Context: an optimization exercise on an open-source flow, tuned for small area, a short achievable clock period and few clock cycles. The choices shown serve that exercise and are no tape-out recipe.
The RTL was checked by simulation tests, not by an equivalence proof against the original design.
No activity file was given, so power comes from the tool's default toggle rates.

==> design/flow/design.v <==
package stack_cpu_pkg;
    localparam int word_width = 32;
    localparam int addr_width = 24;    
    localparam int byte_width = 8;
endpackage
module stack_alu (
    input  logic [31:0] top,
    input  logic [31:0] second,
    input  logic [3:0]  ctl,         
    input  logic        sub,
    input  logic        carry_in,    
    input  logic        arith_lo,    
    input  logic        arith_hi,    
    input  logic        shift,       
    input  logic [7:0]  shift_byte,
    input  logic        flag_sel,    
    input  logic        flag,
    output logic [31:0] lut,
    output logic        carry_lo,
    output logic        lt_u,
    output logic        lt_s,
    output logic [31:0] next_top
);
    logic [31:0] tb;
    logic [17:0] add_lo;
    logic [17:0] add_hi;
    logic [16:0] sum_lo;
    logic [16:0] sum_hi;
    assign tb     = top ^ {32{sub}};
    assign add_lo = {1'b0, second[15:0], 1'b1} + {1'b0, tb[15:0], sub};
    assign add_hi = {1'b0, second[31:16], 1'b1} + {1'b0, tb[31:16], carry_in};
    assign sum_lo = add_lo[17:1];
    assign sum_hi = add_hi[17:1];
    assign carry_lo = sum_lo[16];
    assign lt_u     = !sum_hi[16];
    assign lt_s     = (second[31] ^ top[31]) ? second[31] : sum_hi[15];
    always_comb begin
        for (int i = 0; i < 32; i++) begin
            lut[i] = ctl[{second[i], top[i]}];
        end
    end
    always_comb begin
        next_top = shift ? {shift_byte, top[31:8]} : lut;
        if (arith_lo) next_top[15:0]  = sum_lo[15:0];
        if (arith_hi) next_top[31:16] = sum_hi[15:0];
        if (flag_sel) next_top[0]     = flag;
    end
endmodule
module data_stack (
    input  logic        clk,
    input  logic        reset,
    input  logic        push,        
    input  logic        pop,         
    input  logic        swap,        
    input  logic [31:0] top,
    output logic [31:0] second
);
    logic [31:0] mem [6];
    logic [2:0]  p;
    logic [2:0]  pm1;
    logic [31:0] spilled;
    assign pm1 = p - 3'd1;
    always_comb begin
        case (pm1)
            3'd0: spilled = mem[0];
            3'd1: spilled = mem[1];
            3'd2: spilled = mem[2];
            3'd3: spilled = mem[3];
            3'd4, 3'd6: spilled = mem[4];
            default: spilled = mem[5];
        endcase
    end
    always_ff @(posedge clk) begin
        if (reset) p <= 3'd6;
        else if (push) p <= p + 3'd1;
        else if (pop) p <= pm1;
    end
    always_ff @(posedge clk) begin
        for (int i = 0; i < 6; i++) begin
            if (push && p == 3'(i)) mem[i] <= second;
        end
    end
    always_ff @(posedge clk) begin
        if (push || swap) second <= top;
        else if (pop) second <= spilled;
    end
endmodule
module stack_cpu (
    input  logic        clk,
    input  logic        reset,
    output logic [23:0] flash_addr,
    output logic        flash_enable,
    input  logic [7:0]  flash_data,
    input  logic        flash_ready,
    output logic [7:0]  uart_data,
    output logic        uart_send,
    input  logic        uart_busy,
    output logic        halted
);
    localparam logic [3:0] l_hold = 4'b1010;
    localparam logic [3:0] l_sec  = 4'b1100;
    localparam logic [3:0] l_and  = 4'b1000;
    localparam logic [3:0] l_or   = 4'b1110;
    localparam logic [3:0] l_xor  = 4'b0110;
    localparam logic [3:0] l_not  = 4'b0101;
    localparam logic [3:0] l_zero = 4'b0000;
    localparam logic [2:0] f_idle = 3'd0;    
    localparam logic [2:0] f_r1   = 3'd1;    
    localparam logic [2:0] f_r2   = 3'd2;    
    localparam logic [2:0] f_chk  = 3'd3;    
    localparam logic [2:0] f_hold = 3'd4;    
    logic [2:0]  fst;
    logic        hold_mode;
    logic        low_seen;
    logic        got;           
    logic        fail;
    logic [3:0]  c_ctl;         
    logic        c_alo;         
    logic        c_ahi;         
    logic        c_sh;          
    logic        c_fsel;        
    logic [1:0]  c_fsrc;        
    logic        c_push;
    logic        c_pop;
    logic        c_swap;
    logic        c_uart;        
    logic        c_flag;        
    logic        c_taken;       
    logic        c_jump;        
    logic        c_tgt0;
    logic        c_tgt1;
    logic        c_e2;          
    logic        pp;            
    logic        hp;            
    logic [7:0]  xb;            
    logic        xb_sub;        
    logic        slot_free;     
    logic [2:0]  imc;           
    logic        is_branch;     
    logic        taken;
    logic [15:0] target_lo;
    logic        imm_last;      
    logic        is_op;
    logic [31:0] top;
    logic [31:0] second;
    logic [31:0] lut;
    logic [31:0] next_top;
    logic        zero;
    logic        carry;
    logic        carry_lo;
    logic        lt_u;
    logic        lt_s;
    logic        flagq;
    logic        flag;
    assign is_op     = (imc == 3'd0);
    assign imm_last  = (imc == 3'd1);
    assign slot_free = !c_e2 && !pp && !hp;
    assign got  = flash_ready && low_seen &&
                  ((fst == f_chk) || ((fst == f_hold) && slot_free));
    assign fail = (fst == f_chk) && !(flash_ready && low_seen);
    always_ff @(posedge clk) begin
        if (reset) begin
            fst          <= f_idle;
            flash_enable <= 1'b0;
            flash_addr   <= 24'd0;
            hold_mode    <= 1'b0;
            low_seen     <= 1'b0;
        end else if (halted) begin
            fst          <= f_idle;
            flash_enable <= 1'b0;
        end else begin
            if (got) begin
                if (is_branch && imm_last) begin
                    flash_addr <= taken ? {flash_data, target_lo} : flash_addr + 24'd2;
                end else begin
                    flash_addr <= flash_addr + 24'd1;
                end
            end
            case (fst)
                f_idle: begin
                    flash_enable <= 1'b1;
                    hold_mode    <= 1'b0;
                    low_seen     <= 1'b0;
                    fst          <= f_r1;
                end
                f_r1: fst <= f_r2;
                f_r2: begin
                    low_seen <= !flash_ready;
                    if (hold_mode || !slot_free) begin
                        fst <= f_hold;
                    end else begin
                        flash_enable <= 1'b0;
                        fst          <= f_chk;
                    end
                end
                f_chk: begin
                    flash_enable <= 1'b1;
                    hold_mode    <= fail;
                    low_seen     <= 1'b0;
                    fst          <= f_r1;
                end
                f_hold: begin
                    if (!flash_ready) low_seen <= 1'b1;
                    if (got) begin
                        flash_enable <= 1'b0;
                        fst          <= f_idle;
                    end
                end
                default: fst <= f_idle;
            endcase
        end
    end
    always_ff @(posedge clk) begin
        if (reset) begin
            imc <= 3'd0;
        end else if (got) begin
            if (!is_op) begin
                imc <= imc - 3'd1;
            end else if (flash_data == 8'h01) begin
                imc       <= 3'd4;
                is_branch <= 1'b0;
            end else if (flash_data == 8'h0e || flash_data == 8'h0f) begin
                imc       <= 3'd3;
                is_branch <= 1'b1;
            end
        end
        if (got) begin
            xb     <= flash_data;
            xb_sub <= (flash_data[3:0] != 4'h2);    
        end
    end
    always_ff @(posedge clk) begin
        c_ctl   <= l_hold;
        c_alo   <= 1'b0;
        c_ahi   <= 1'b0;
        c_sh    <= 1'b0;
        c_fsel  <= 1'b0;
        c_fsrc  <= 2'd0;
        c_push  <= 1'b0;
        c_pop   <= 1'b0;
        c_swap  <= 1'b0;
        c_uart  <= 1'b0;
        c_flag  <= 1'b0;
        c_taken <= 1'b0;
        c_jump  <= 1'b0;
        c_tgt0  <= 1'b0;
        c_tgt1  <= 1'b0;
        c_e2    <= 1'b0;
        if (reset) begin
            pp     <= 1'b0;
            hp     <= 1'b0;
            halted <= 1'b0;
        end else if (got) begin
            if (!is_op) begin
                if (!is_branch) c_sh <= 1'b1;
                if (is_branch && imc == 3'd3) c_tgt0 <= 1'b1;
                if (is_branch && imc == 3'd2) c_tgt1 <= 1'b1;
            end else begin
                case (flash_data)
                    8'h01, 8'h12: c_push <= 1'b1;                                    
                    8'h14: begin c_push <= 1'b1; c_ctl <= l_sec; end                 
                    8'h02, 8'h03, 8'h0a, 8'h0c: begin c_alo <= 1'b1; c_e2 <= 1'b1; end
                    8'h09: begin c_ctl <= l_xor; c_flag <= 1'b1; c_e2 <= 1'b1; end   
                    8'h35: begin c_flag <= 1'b1; c_e2 <= 1'b1; end                   
                    8'h0e: begin c_taken <= 1'b1; c_e2 <= 1'b1; end                  
                    8'h0f: c_jump <= 1'b1;
                    8'h16: begin c_ctl <= l_and; c_pop <= 1'b1; end
                    8'h17: begin c_ctl <= l_or;  c_pop <= 1'b1; end
                    8'h18: begin c_ctl <= l_xor; c_pop <= 1'b1; end
                    8'h19: c_ctl <= l_not;
                    8'h05: begin c_ctl <= l_sec; c_pop <= 1'b1; end                  
                    8'h13: begin c_ctl <= l_sec; c_swap <= 1'b1; end                 
                    8'h08: pp <= 1'b1;                                               
                    8'hff: hp <= 1'b1;                                               
                    default: ;
                endcase
            end
        end else if (c_e2) begin
            case (xb)
                8'h02, 8'h03: begin c_ahi <= 1'b1; c_pop <= 1'b1; end
                8'h0a: begin c_ctl <= l_zero; c_fsel <= 1'b1; c_fsrc <= 2'd1; c_pop <= 1'b1; end
                8'h0c: begin c_ctl <= l_zero; c_fsel <= 1'b1; c_fsrc <= 2'd2; c_pop <= 1'b1; end
                8'h09: begin c_ctl <= l_zero; c_fsel <= 1'b1; c_pop <= 1'b1; end
                8'h35: begin c_ctl <= l_zero; c_fsel <= 1'b1; end
                default: begin c_ctl <= l_sec; c_pop <= 1'b1; end                   
            endcase
        end else if (pp && !uart_send) begin
            c_ctl  <= l_sec;
            c_pop  <= 1'b1;
            c_uart <= 1'b1;
            pp     <= 1'b0;
        end else if (hp && !uart_send) begin
            halted <= 1'b1;
            hp     <= 1'b0;
        end
    end
    always_comb begin
        case (c_fsrc)
            2'd1: flag = lt_s;
            2'd2: flag = lt_u;
            default: flag = flagq;
        endcase
    end
    always_ff @(posedge clk) begin
        if (c_flag) flagq <= zero;
        if (c_alo) carry <= carry_lo;
        if (c_taken) taken <= !zero;
        if (c_jump) taken <= 1'b1;
        if (c_tgt0) target_lo[7:0]  <= xb;
        if (c_tgt1) target_lo[15:8] <= xb;
        top <= next_top;
    end
    always_ff @(posedge clk) begin
        if (reset) begin
            uart_send <= 1'b0;
        end else if (c_uart) begin
            uart_send <= 1'b1;
        end else if (!uart_busy) begin
            uart_send <= 1'b0;    
        end
        if (c_uart) uart_data <= top[7:0];
    end
    assign zero = (lut == 32'd0);
    stack_alu u_alu (
        .top        (top),
        .second     (second),
        .ctl        (c_ctl),
        .sub        (xb_sub),
        .carry_in   (carry),
        .arith_lo   (c_alo),
        .arith_hi   (c_ahi),
        .shift      (c_sh),
        .shift_byte (xb),
        .flag_sel   (c_fsel),
        .flag       (flag),
        .lut        (lut),
        .carry_lo   (carry_lo),
        .lt_u       (lt_u),
        .lt_s       (lt_s),
        .next_top   (next_top)
    );
    data_stack u_stack (
        .clk    (clk),
        .reset  (reset),
        .push   (c_push),
        .pop    (c_pop),
        .swap   (c_swap),
        .top    (top),
        .second (second)
    );
endmodule
==> design/flow/run.sh <==
#!/bin/bash
# synth_recipe.tcl (not shown) runs the flow's synth.tcl, then flattens the netlist and writes it again
# the make line also repeats each setting of config.mk as NAME=value (left out here)
make -C /OpenROAD-flow-scripts/flow DESIGN_CONFIG=/design/flow/config.mk WORK_HOME=/design/flow/orfs CLKGATE_MAP_FILE= SYNTH_SCRIPT=/design/flow/synth_recipe.tcl finish
==> design/flow/config.mk <==
export PLATFORM = sky130hd
export DESIGN_NAME = stack_cpu
export DESIGN_NICKNAME = stack_cpu
export VERILOG_FILES = /design/flow/design.v
export SDC_FILE = /design/flow/constraint.sdc
export NUM_CORES = 4
export LEC_CHECK = 0
export CAP_MARGIN = 20
export CORE_MARGIN = 2
export CORE_UTILIZATION = 40
export SETUP_SLACK_MARGIN = 5
export SLEW_MARGIN = 20
==> design/flow/constraint.sdc <==
create_clock -name core_clock -period 8.0 [get_ports {clk}]
set_input_delay 1.6000 -clock core_clock [delete_from_list [all_inputs] [get_ports {clk}]]
set_output_delay 1.6000 -clock core_clock [all_outputs]
set_load 0.01 [all_outputs]
==> results.txt, run 1 <==
status=timing/DRC/antenna clean; final antenna-violating net count=0; Clock Skew=23.01 ps; Vias/cell=5.944; CTS Buffer Depth=3; port bufs=46; number of CTS-inserted buffers=38; Post-Route Utilization=46.10%; die footprint=45340 um^2; commonest non-fill, non-tap cells in the layout=260 x edfxtp_1, 138 x nand2_1, 107 x o21ai_0, 75 x a21oi_1, 68 x dfxtp_1; via count=12820; Synth area leaders=edfxtp_1 45%, dfxtp_1 11%, mux4_2 4.1%, ha_1 3.6%, o21ai_0 3.2%; fraction of layout cells with a size suffix above 1=12.79%; worst slew pin tran=1067 ps; worst-path maximum fanout=11; CTS tree=yes; initial antenna violation count=0; core area=43080 um^2; effective utilization at floorplan=40.54%; Reg2Reg Depth=7; Fin. Hold Viols=0; pre-CTS setup slack=3995 ps; Slew Limit Fails=0; gr ovfl total=0; Bufs and invs on worst path=1; RePlAce Congestion=0.8670; register area share after synthesis=55.37%; depth of the CTS H-tree=2; delay-heaviest family, CP=compound AO/OA/AOI/OAI gates; met2 GRT Util=31.52%; busiest layer in global routing=met2; endpoints failing setup=0; synthesis-stage register bit count=353; M3 GR Usage=4.309%; maximum number of pins on one net before global-route repair=65; Final WS setup=5071 ps; nets@finish=1604; CTS sink count=353; boundary pin count=47; Syn Inst Count=1527; Crit Path Category=in -> reg; Tot Pwr=3.722 mW; Critical R2R Launch=u_stack.p[1]$_SDFFE_PP1P_; HPWL Detailed=28500 um; reg-to-reg setup timing slack=5110 ps; Rows=76; crit share post-route=36.61%; synth warn=4; power per cell area=187.4 nW/um^2; ys flop type=edfxtp_1; clock-pin slew on the worst setup and hold paths=60 ps; final hold slack=438.6 ps; Crit path depth=7; Die Y=212.9 um; Die Width=212.9 um; shortest period the worst path allows=2929 ps; CP max stage cell=clkdlybuf4s50_1; DRT iter0 DRCs=1093; share of the synthesized area in the top cell type=44.71%; HP Class=reg -> reg; post-synth top area cell=edfxtp_1; Distinct cells, synth=83; n_diodes=0; Req. time, crit path=8390 ps; Startpoint Class=input pin; Netlist Area Pre-Place=17460 um^2; Syn Nets=1590; met1 global-route usage=29.18%; first-pass iteration count of the detailed router=6; Skew-Pair Late Insertion Delay=540 ps; Total GRT Usage=20.55%; Worst Setup End Kind=register; Critical Path Source=flash_ready; Worst VDD drop=0.1238 mV; RSZ-0062 raised after global routing=yes; DR WL/cell=21.95 um; leading cell type in the layout, fill and taps excluded=edfxtp_1; setup_tns=0 ps; Layout area overhead=13.73%; max cap viols=0; final WL=47330 um; r2r endpoint=u_stack.second[28]$_DFFE_PP_; Post-synth ARST share=0%; number of global-route vias before repair=12290; LEAKAGE=6.737 nW; Max Freq=341.4 MHz; Worst EP arrival=3320 ps; Slew HR=28.86%; Max stage delay on crit path=540 ps; crit path to=flash_addr[18]$_SDFFE_PP0P_; Post-synth EDFFs=260; crit path cell chain=clkdlybuf4s50_1 -> nand2_2 -> nor2_4 -> nand2_4 -> o311a_1 -> a31oi_1 -> a21oi_1; CTS Root Cell=clkbuf_16; Synth Area per Inst=11.44 um^2; global-route wire length before repair=71830 um; DRC Markers=0
[cell families after synthesis]
family | count (synthesis) | share of synthesized area, %
AOI/OAI and AO/OA | 402 | 15.05
xor gates and xnor gates | 65 | 3.260
adders and majority gates | 51 | 3.697
buffers and inverters | 139 | 3.131
DFF | 353 | 55.37
muxes | 70 | 6.377
and+or+nand+nor | 447 | 13.11
[cell usage after synthesis (4+ instances only)]
master / instances
o32ai_1: 4
o21ai_0: 110
o21a_1: 5
or3_1: 10
nand3_1: 30
mux4_2: 32
o22ai_1: 5
nor3b_1: 4
nand2b_1: 9
nand2_1: 140
dfxtp_1: 93
mux2_2: 10
edfxtp_1: 260
xnor2_1: 21
nor2b_1: 18
nor2_1: 64
o21ai_1: 9
o21bai_1: 4
o211ai_1: 11
o221a_2: 4
a22oi_1: 64
inv_1: 34
a31oi_1: 15
a211o_1: 5
a311oi_1: 6
a21o_1: 12
o311a_1: 4
nand3b_1: 4
buf_2: 6
a21oi_1: 75
clkbuf_1: 88
ha_1: 50
and3_1: 19
nor4_1: 21
buf_1: 5
nand4_1: 46
mux2i_1: 28
o31ai_1: 9
and2_1: 15
xor2_1: 44
a211oi_1: 22
nor3_1: 43
[state kept, by name, summed over array words and instances, names as in the netlist, 4 cells and up]
signal	cells
target_lo	16
c_ctl	4
xb	8
top	32
u_stack.second	32
u_stack.mem	192
uart_data	8
flash_addr	24
[what timing repair did]
item,CTS,global route
setup endpoints to repair,95,32
buffers inserted,9,1
hold buffers,0,0
gates resized for setup,88,17
gates cloned,1,3
pin swaps,2,1
[final cells by class]
type | count | area (um^2)
clock buffer | 50 | 1037
timing repair buffer | 74 | 655.6
multi-input combinational | 1039 | 7395
fill | 3914 | 23220
inverter | 35 | 137.6
sequential | 353 | 9726
clock inverter | 20 | 176.4
tap | 585 | 732.0
[worst min path at each step]
stage                            from  cells after the start  slack (ps)                      to
global route        c_flag$_SDFF_PP0_                      0         440         flagq$_DFFE_PP_
finish              c_flag$_SDFF_PP0_                      0         440         flagq$_DFFE_PP_
detailed placement  c_flag$_SDFF_PP0_                      0         420         flagq$_DFFE_PP_
CTS                 c_flag$_SDFF_PP0_                      0         440         flagq$_DFFE_PP_
global placement    c_flag$_SDFF_PP0_                      0         430         flagq$_DFFE_PP_
floorplan              top[0]$_DFF_P_                      0         410  uart_data[0]$_DFFE_PP_
[per-layer routing]
metal / vias up / wire [um]
met5: - / 0
met4: 0 / 1210
met3: 76 / 3416
met2: 454 / 21140
met1: 6346 / 21560
li1: 5939 / -
[report_power, final]
part	switching [mW]	leakage, nW	internal, mW
Clock	0.723	0.594	0.986
Combinational	0.0419	3.02	0.0255
Sequential	0.00642	3.12	1.94
Total	0.771	6.74	2.95
[metrics by stage]
stage                     cell area [um^2]  cells
after floorplan                      17460   1527
after detailed placement             18390   2072
after CTS                            19760   2152
final                                19860   2156
after global placement               18390   2072
after global routing                 19860   2156
[worst reg2reg max path: cells and delay by family, from the launching register on]
family                     cells  cell delay (ps)
buffers and inverters          1              120
AOI/OAI and AO/OA              2              360
DFF                            1              430
adders and majority gates      2              650
and+or+nand+nor                2             1040
Testbench counts, summed over its fixed seeds: cycles 321,388.
==> run 2: changes to the inputs <==
--- a/design/flow/design.v
+++ b/design/flow/design.v
@@ -130,3 +130,2 @@
     logic        c_tgt0;
-    logic        c_tgt1;
     logic        c_e2;          
@@ -140,3 +139,3 @@
     logic        taken;
-    logic [15:0] target_lo;
+    logic [7:0]  target_lo;     
     logic        imm_last;      
@@ -160,2 +159,16 @@
     assign fail = (fst == f_chk) && !(flash_ready && low_seen);
+    logic        skip;
+    logic        load_target;
+    logic        inc_lo;
+    logic [22:0] inc_hi;
+    logic [23:0] addr_inc;
+    assign skip        = is_branch && imm_last;
+    assign load_target = skip && taken;
+    assign inc_lo      = flash_addr[0] | skip;
+    always_comb begin
+        for (int i = 0; i < 23; i++) begin
+            inc_hi[i] = flash_addr[i + 1] ^ (inc_lo && (&(flash_addr[23:1] | ~(23'h7fffff >> (23 - i)))));
+        end
+    end
+    assign addr_inc = {inc_hi, flash_addr[0] ^ !skip};
     always_ff @(posedge clk) begin
@@ -171,9 +184,3 @@
         end else begin
-            if (got) begin
-                if (is_branch && imm_last) begin
-                    flash_addr <= taken ? {flash_data, target_lo} : flash_addr + 24'd2;
-                end else begin
-                    flash_addr <= flash_addr + 24'd1;
-                end
-            end
+            if (got) flash_addr <= (load_target) ? {flash_data, xb, target_lo} : addr_inc;
             case (fst)
@@ -246,3 +253,2 @@
         c_tgt0  <= 1'b0;
-        c_tgt1  <= 1'b0;
         c_e2    <= 1'b0;
@@ -256,3 +262,2 @@
                 if (is_branch && imc == 3'd3) c_tgt0 <= 1'b1;
-                if (is_branch && imc == 3'd2) c_tgt1 <= 1'b1;
             end else begin
@@ -308,4 +313,3 @@
         if (c_jump) taken <= 1'b1;
-        if (c_tgt0) target_lo[7:0]  <= xb;
-        if (c_tgt1) target_lo[15:8] <= xb;
+        if (c_tgt0) target_lo <= xb;
         top <= next_top;
==> run 2 against run 1 <==
Still clean; synthesized area fell by 6.9%; wire length fell by 11%; sequential power hardly changed; utilization up 0.55 points; cell area is 6.2% lower; combinational power is 130% higher; synthesized cell count is 11% lower; total power up 0.88%; clock power about the same; hold slack worse by 6.3 ps; largest power group unchanged.
==> results.txt, run 2 <==
reg-to-reg setup timing slack=5130 ps; Hold Path End=taken$_SDFFE_PP1P_; leading cell type in the layout, fill and taps excluded=edfxtp_1; gr ovfl total=0; effective utilization at floorplan=40.71%; setup_tns=0 ps; power per cell area=201.6 nW/um^2; crit path cell chain=clkdlybuf4s50_1 -> nand2_1 -> or2_4 -> or3_1 -> a21oi_1; Final WS setup=5060 ps; worst slew pin tran=1093 ps; boundary pin count=47; Distinct cells, synth=73; status=timing/DRC/antenna clean; crit share post-route=36.75%; post-synth top area cell=edfxtp_1; CTS sink count=344; Rows=73; Skew-Pair Late Insertion Delay=530 ps; ys flop type=edfxtp_1; share of the synthesized area in the top cell type=46.57%; commonest non-fill, non-tap cells in the layout=252 x edfxtp_1, 112 x nand2_1, 108 x nor2_1, 80 x dfxtp_1, 68 x a21oi_1; CTS Buffer Depth=3; Fin. Hold Viols=0; DRT iter0 DRCs=969; Die Y=205.6 um; Die Width=205.6 um; Req. time, crit path=8220 ps; LEAKAGE=6.577 nW; Vias/cell=5.885; Synth Area per Inst=11.98 um^2; Netlist Area Pre-Place=16250 um^2; HP Class=reg -> reg; Worst VDD drop=0.1325 mV; Crit Path Category=in -> reg; final antenna-violating net count=0; Syn Nets=1416; initial antenna violation count=0; max cap viols=0; Post-synth EDFFs=252; CTS tree=yes; RSZ-0062 raised after global routing=yes; global-route wire length before repair=65410 um; worst-path maximum fanout=19; via count=11420; DRC Markers=0; Layout fillers=3568; HP Start=c_jump$_SDFF_PP0_; Regs by FF count=u_stack.mem (192), top (32), u_stack.second (32); Post-Route Utilization=46.66%; placed instance count=1854; register area share after synthesis=57.90%; first-pass iteration count of the detailed router=5; die footprint=42250 um^2; number of global-route vias before repair=11160; shortest period the worst path allows=2940 ps; Reg2Reg Depth=10; synth warn=4; placed inst area=17120 um^2; Syn Inst Count=1356; Worst Setup End Kind=register; Worst EP arrival=3160 ps; Layout area overhead=14.61%; maximum number of pins on one net before global-route repair=52; pre-CTS setup slack=3839 ps; Startpoint Class=input pin; depth of the CTS H-tree=2; CTS Root Cell=clkbuf_16; Post-Layout Cell Count=1940; Total GRT Usage=20.14%; Clock Skew=25.25 ps; Slew HR=27.14%; Max Freq=340.1 MHz; HPWL Detailed=24200 um; nets@finish=1447; r2r endpoint=top[30]$_DFF_P_; Post-synth ARST share=0%; CP max stage cell=clkdlybuf4s50_1; count leader, synth=edfxtp_1; top cells by count, synth=252 x edfxtp_1, 112 x nand2_1, 110 x nor2_1; RePlAce Congestion=0.8642; DR WL/cell=21.69 um; Largest Register=u_stack.mem; synthesis-stage register bit count=344; core area=39910 um^2; fraction of layout cells with a size suffix above 1=12.30%; Critical R2R Launch=xb_sub$_DFFE_PP_; endpoints failing setup=0; Hold Path Depth=1; post-route design area=18620 um^2; Slew Limit Fails=0; Max stage delay on crit path=510 ps; number of CTS-inserted buffers=37; max FFs per register=192; clock-pin slew on the worst setup and hold paths=60 ps; port bufs=46; n_diodes=0; final WL=42080 um; Synth area leaders=edfxtp_1 47%, dfxtp_1 11%, mux4_2 4.4%, ha_1 3.6%, nand2_1 2.6%
==> run 2: how the worst max path moves through the flow <==
stage                                  to             start  slack [ps]
2_1_floorplan         imc[0]$_SDFFE_PP0P_       flash_ready        5000
3_3_place_gp   flash_addr[3]$_SDFFE_PP0P_       flash_ready        3890
3_5_place_dp   flash_addr[6]$_SDFFE_PP0P_       flash_ready        3840
4_1_cts                   top[31]$_DFF_P_  xb_sub$_DFFE_PP_        5000
5_1_grt               imc[2]$_SDFFE_PP0P_     flash_data[0]        4940
6_report          is_branch$_SDFFCE_PP0P_       flash_ready        5060
==> run 2: routing by layer <==
layer / up-vias / share of wire, % / track usage [%] / routed length (um)
li1: 5321 / - / - / -
met1: 5660 / 44 / 27.89 / 18550
met2: 355 / 47 / 32.52 / 19850
met3: 80 / 6.1 / 3.247 / 2567
met4: 0 / 2.6 / 6.141 / 1112
met5: - / 0 / 0 / 0
==> run 2: power by group <==
group	leakage, nW	internal [mW]	total [mW]	switching [mW]
logic	2.98	0.0690	0.154	0.0850
registers	3.02	1.90	1.92	0.0206
clock network	0.576	0.993	1.68	0.686
==> run 2: timing repair <==
action | 4_1_cts | 5_1_grt
resized for setup | 66 | 20
endpoints found under the setup margin | 118 | 32
hold buffers | 0 | 0
cloned | 4 | 0
setup buffers | 11 | 4
pin swaps | 5 | 5
==> run 2: layout make-up <==
class | instances | area, um^2 | share of cell area (%)
Multi-Input combinational cell | 896 | 6494 | 34.87
Clock inverter | 15 | 162.7 | 0.8734
Tap cell | 525 | 656.9 | 3.527
Clock buffer | 52 | 1023 | 5.496
Sequential cell | 344 | 9429 | 50.63
Timing Repair inverter | 1 | 7.507 | 0.04031
Inverter | 30 | 116.4 | 0.6248
Timing Repair Buffer | 77 | 733.2 | 3.937
==> run 2: cell families after synthesis <==
logic type,after synthesis,share of synthesized area [%]
xor+xnor,56,3.018
simple gates,381,11.50
fa+ha+maj,48,3.742
compound gates,350,14.79
flops,344,57.90
mux,59,6.106
buf+inv,118,2.941
==> run 2: per-stage QoR <==
stage / total power, mW / hold slack (ps)
after floorplan: 2.064 / 392.5
after global placement: 2.108 / 397.1
after detailed placement: 2.109 / 411.2
after CTS: 3.782 / 419.4
after global routing: 3.874 / 452.8
final: 3.755 / 432.3
==> run 2: critical path: cells and delay by family <==
kind	cells	cell delay, ps
buffers and inverters	1	510
AO/OA/AOI/OAI	1	150
AND/OR/NAND/NOR	3	900
Testbench counts of run 2, summed over its fixed seeds: cycles 321,388.
==> run 3: changes to the inputs <==
==> design/flow/flow/run.sh (new file) <==
#!/bin/bash
set -euo pipefail
bash standard.sh SETUP_SLACK_MARGIN=5.3 finish > standard_flow.log 2>&1
==> design/flow/standard.sh (new file) <==
#!/bin/bash
# synth_recipe.tcl (not shown) runs the flow's synth.tcl, then flattens the netlist and writes it again
# the make line also repeats each setting of config.mk as NAME=value (left out here)
make -C /OpenROAD-flow-scripts/flow DESIGN_CONFIG=/design/flow/config.mk WORK_HOME=/design/flow/orfs CLKGATE_MAP_FILE= SYNTH_SCRIPT=/design/flow/synth_recipe.tcl "${@:-finish}"
--- a/design/flow/config.mk
+++ b/design/flow/config.mk
@@ -10,3 +10,2 @@
 export CORE_UTILIZATION = 40
-export SETUP_SLACK_MARGIN = 5
 export SLEW_MARGIN = 20
removed: design/flow/run.sh
==> run 3 against run 2 <==
First-iteration DRC count rose by 6.4%; sequential share of layout area fell by 1.2 points; fmax rose by 4.0%; synthesized cell count did not move; clock power barely moved; global-route usage fell by 0.15 points; cell area rose by 3.1%; utilization rose by 1.5 points; critical endpoint is now top[30]$_DFF_P_; largest cell class unchanged.
==> results.txt, run 3 <==
Syn Inst Count=1356; Syn Nets=1416; fraction of layout cells with a size suffix above 1=22.59%; r2r endpoint=top[30]$_DFF_P_; crit share post-route=35.35%; Worst VDD drop=0.1440 mV; ys flop type=edfxtp_1; reg-to-reg setup timing slack=5170 ps; Regs by FF count=u_stack.mem (192), top (32), u_stack.second (32); Slew Limit Fails=0; Die Y=205.6 um; register area share after synthesis=57.90%; RSZ-0062 raised after global routing=yes; Worst Setup End Kind=register; n_diodes=0; CTS Root Cell=clkbuf_16; Distinct cells, synth=73; Post-synth EDFFs=252; Netlist Area Pre-Place=16250 um^2; worst slew pin tran=1136 ps; top cells by count, synth=252 x edfxtp_1, 112 x nand2_1, 110 x nor2_1; Hold Path Depth=1; synth warn=4; CTS sink count=344; endpoints failing setup=0; Final WS setup=5172 ps; Vias/cell=5.908; Largest Register=u_stack.mem; initial antenna violation count=0; Skew-Pair Late Insertion Delay=540 ps; leading cell type in the layout, fill and taps excluded=edfxtp_1; effective utilization at floorplan=40.71%; clock-pin slew on the worst setup and hold paths=60 ps; share of the synthesized area in the top cell type=46.57%; HP Class=reg -> reg; Synth Area per Inst=11.98 um^2; gr ovfl total=0; Slew HR=24.14%; CTS Buffer Depth=3; shortest period the worst path allows=2828 ps; number of CTS-inserted buffers=37; combinational family with the most area after synthesis=compound AO/OA/AOI/OAI gates; Critical R2R Launch=xb_sub$_DFFE_PP_; DRT iter0 DRCs=1031; via count=11760; global-route wire length before repair=65050 um; die footprint=42250 um^2; core area=39910 um^2; Die Width=205.6 um; Fin. Hold Viols=0; Layout fillers=3553; boundary pin count=47; Clock Skew=22.98 ps; CTS tree=yes; post-synth top area cell=edfxtp_1; max cap viols=0; setup_tns=0 ps; HPWL Detailed=24400 um; commonest non-fill, non-tap cells in the layout=252 x edfxtp_1, 109 x nand2_1, 106 x nor2_1, 66 x buf_4; Rows=73; power per cell area=194.4 nW/um^2; DRC Markers=0; post-synthesis compound-gate area fraction=14.79%; area of the multi-input gates=6738 um^2; Max Freq=353.6 MHz; port bufs=46; Layout area overhead=18.19%; max FFs per register=192; pre-CTS setup slack=3839 ps; Total GRT Usage=19.99%; final antenna-violating net count=0; Post-Synth XOR/XNOR Area=3.018%; Req. time, crit path=8410 ps; depth of the CTS H-tree=2; Startpoint Class=register; Synth Area in Simple Gates=11.50%; nets@finish=1496; Post-Synth Adder-Cell Area=3.742%; final hold slack=414.5 ps; first-pass iteration count of the detailed router=7; Hold Path End=taken$_SDFFE_PP1P_; proportion of synthesized area in mux cells=6.106%; maximum number of pins on one net before global-route repair=52; synthesis-stage register bit count=344; Crit Path Category=reg -> reg; final WL=43310 um; worst-path maximum fanout=4; Tot Pwr=3.734 mW; Reg area=9488 um^2; placed inst area=17180 um^2; number of global-route vias before repair=11350; Post-Route Utilization=48.12%; RePlAce Congestion=0.8668; LEAKAGE=6.778 nW; DR WL/cell=21.76 um; post-route design area=19210 um^2; HP Start=c_jump$_SDFF_PP0_; placed instance count=1854; count leader, synth=edfxtp_1; Worst EP arrival=3240 ps; Reg2Reg Depth=11; Post-Layout Cell Count=1990; Post-synth ARST share=0%; Synth area leaders=edfxtp_1 47%, dfxtp_1 11%, mux4_2 4.4%, ha_1 3.6%, nand2_1 2.6%; status=timing/DRC/antenna clean
-- run 3: cell types whose count changed in the layout (fill, tap and decap cells not counted), sizes merged --
cell,delta
clkdlybuf4s15,+3
clkinv,-3
clkinvlp,+1
dlymetal6s2s,-3
clkdlybuf4s50,-1
clkdlybuf4s18,+1
buf,+83
inv,+4
clkbuf,+5
bufinv,-2
dlygate4sd2,-38
-- run 3: worst max-delay path by stage --
stage                           from                          end  slack [ps]  depth (start not counted)
finish              xb_sub$_DFFE_PP_              top[30]$_DFF_P_        5170                         11
floorplan                flash_ready      is_branch$_SDFFCE_PP0P_        5230                          5
global route        xb_sub$_DFFE_PP_              top[30]$_DFF_P_        5050                         11
CTS                 xb_sub$_DFFE_PP_               top[8]$_DFF_P_        5240                         10
global placement         flash_ready   flash_addr[2]$_SDFFE_PP0P_        3910                          7
detailed placement       flash_ready  flash_addr[15]$_SDFFE_PP0P_        3840                          7
-- run 3: final cells by class --
type,instances,share of cell area (%)
well taps,525,3.420
clock buffers,53,5.511
multi-input cells,896,35.08
inverters,30,0.6059
repair buffers,126,5.368
repair inverters,1,0.03909
clock inverters,15,0.5733
flip-flops and latches,344,49.40
-- run 3: routing by layer --
metal  routed length (um)  vias to the layer above  track usage (%)
met5                    0                        -                0
met4                  744                        0            5.087
met3                 2620                       62            3.453
met2                20670                      360            32.54
met1                19270                     5913            27.71
li1                     -                     5422                -
-- run 3: cells by family (layout without fill, tap and decap cells) --
family / count (synthesis) / in the layout
xor+xnor: 56 / 56
buf+inv: 118 / 225
flops: 344 / 344
simple gates: 381 / 383
fa+ha+maj: 48 / 48
compound gates: 350 / 350
mux: 59 / 59
-- run 3: worst max-delay path, cell delays in order, from the launching register on --
cell       delay (ps)
edfxtp_1          440
buf_6             170
clkbuf_16         160
xor2_2            160
ha_1              320
a211oi_2          240
o21a_1            200
or3_4             160
a21oi_4            60
o31a_1            260
or3_1             310
a31o_2            230
-- run 3: repair_timing --
action                     in CTS  in global routing
buffers inserted               38                 23
pin swaps                      17                 47
gates resized for setup       239                 70
setup endpoints to repair     143                 57
hold endpoints to repair        0                  0
gates cloned                    4                  3
hold buffers                    0                  0
-- run 3: where the power goes --
group | internal [mW] | switching [mW] | total, mW | leakage [nW]
Combinational | 0.0768 | 0.0912 | 0.168 | 3.18
Sequential | 1.90 | 0.0214 | 1.92 | 3.03
Clock | 0.958 | 0.689 | 1.65 | 0.565

[re-timing with driven ports]
The flow's constraints put no driver on any port. The routed layouts listed below were extracted and timed again, unchanged, in two steps. Step 1, drivers: a clkbuf_16 drives clk and a buf_2 each remaining input, both assumed. Step 2 times the ports against the registers' clock, not the clock port: input delays grow and output delays shrink by t, the midpoint of the rising clock arrivals with the driver on. a / b / c = no drivers / after step 1 / after step 2; a / b = the first two.
run	shift t [ns]	setup WS [ns]	worst setup path at the end
run 1	0.583	5.071 / 5.093 / 4.521	input to register
run 2	0.570	5.060 / 5.080 / 4.511	input to register
run 3	0.577	5.172 / 5.172 / 4.852	input to register
After both steps every run listed still meets setup and hold. The setup slack of run 1, which loses most, moves by +0.022 ns with the drivers and by -0.550 ns with both steps.
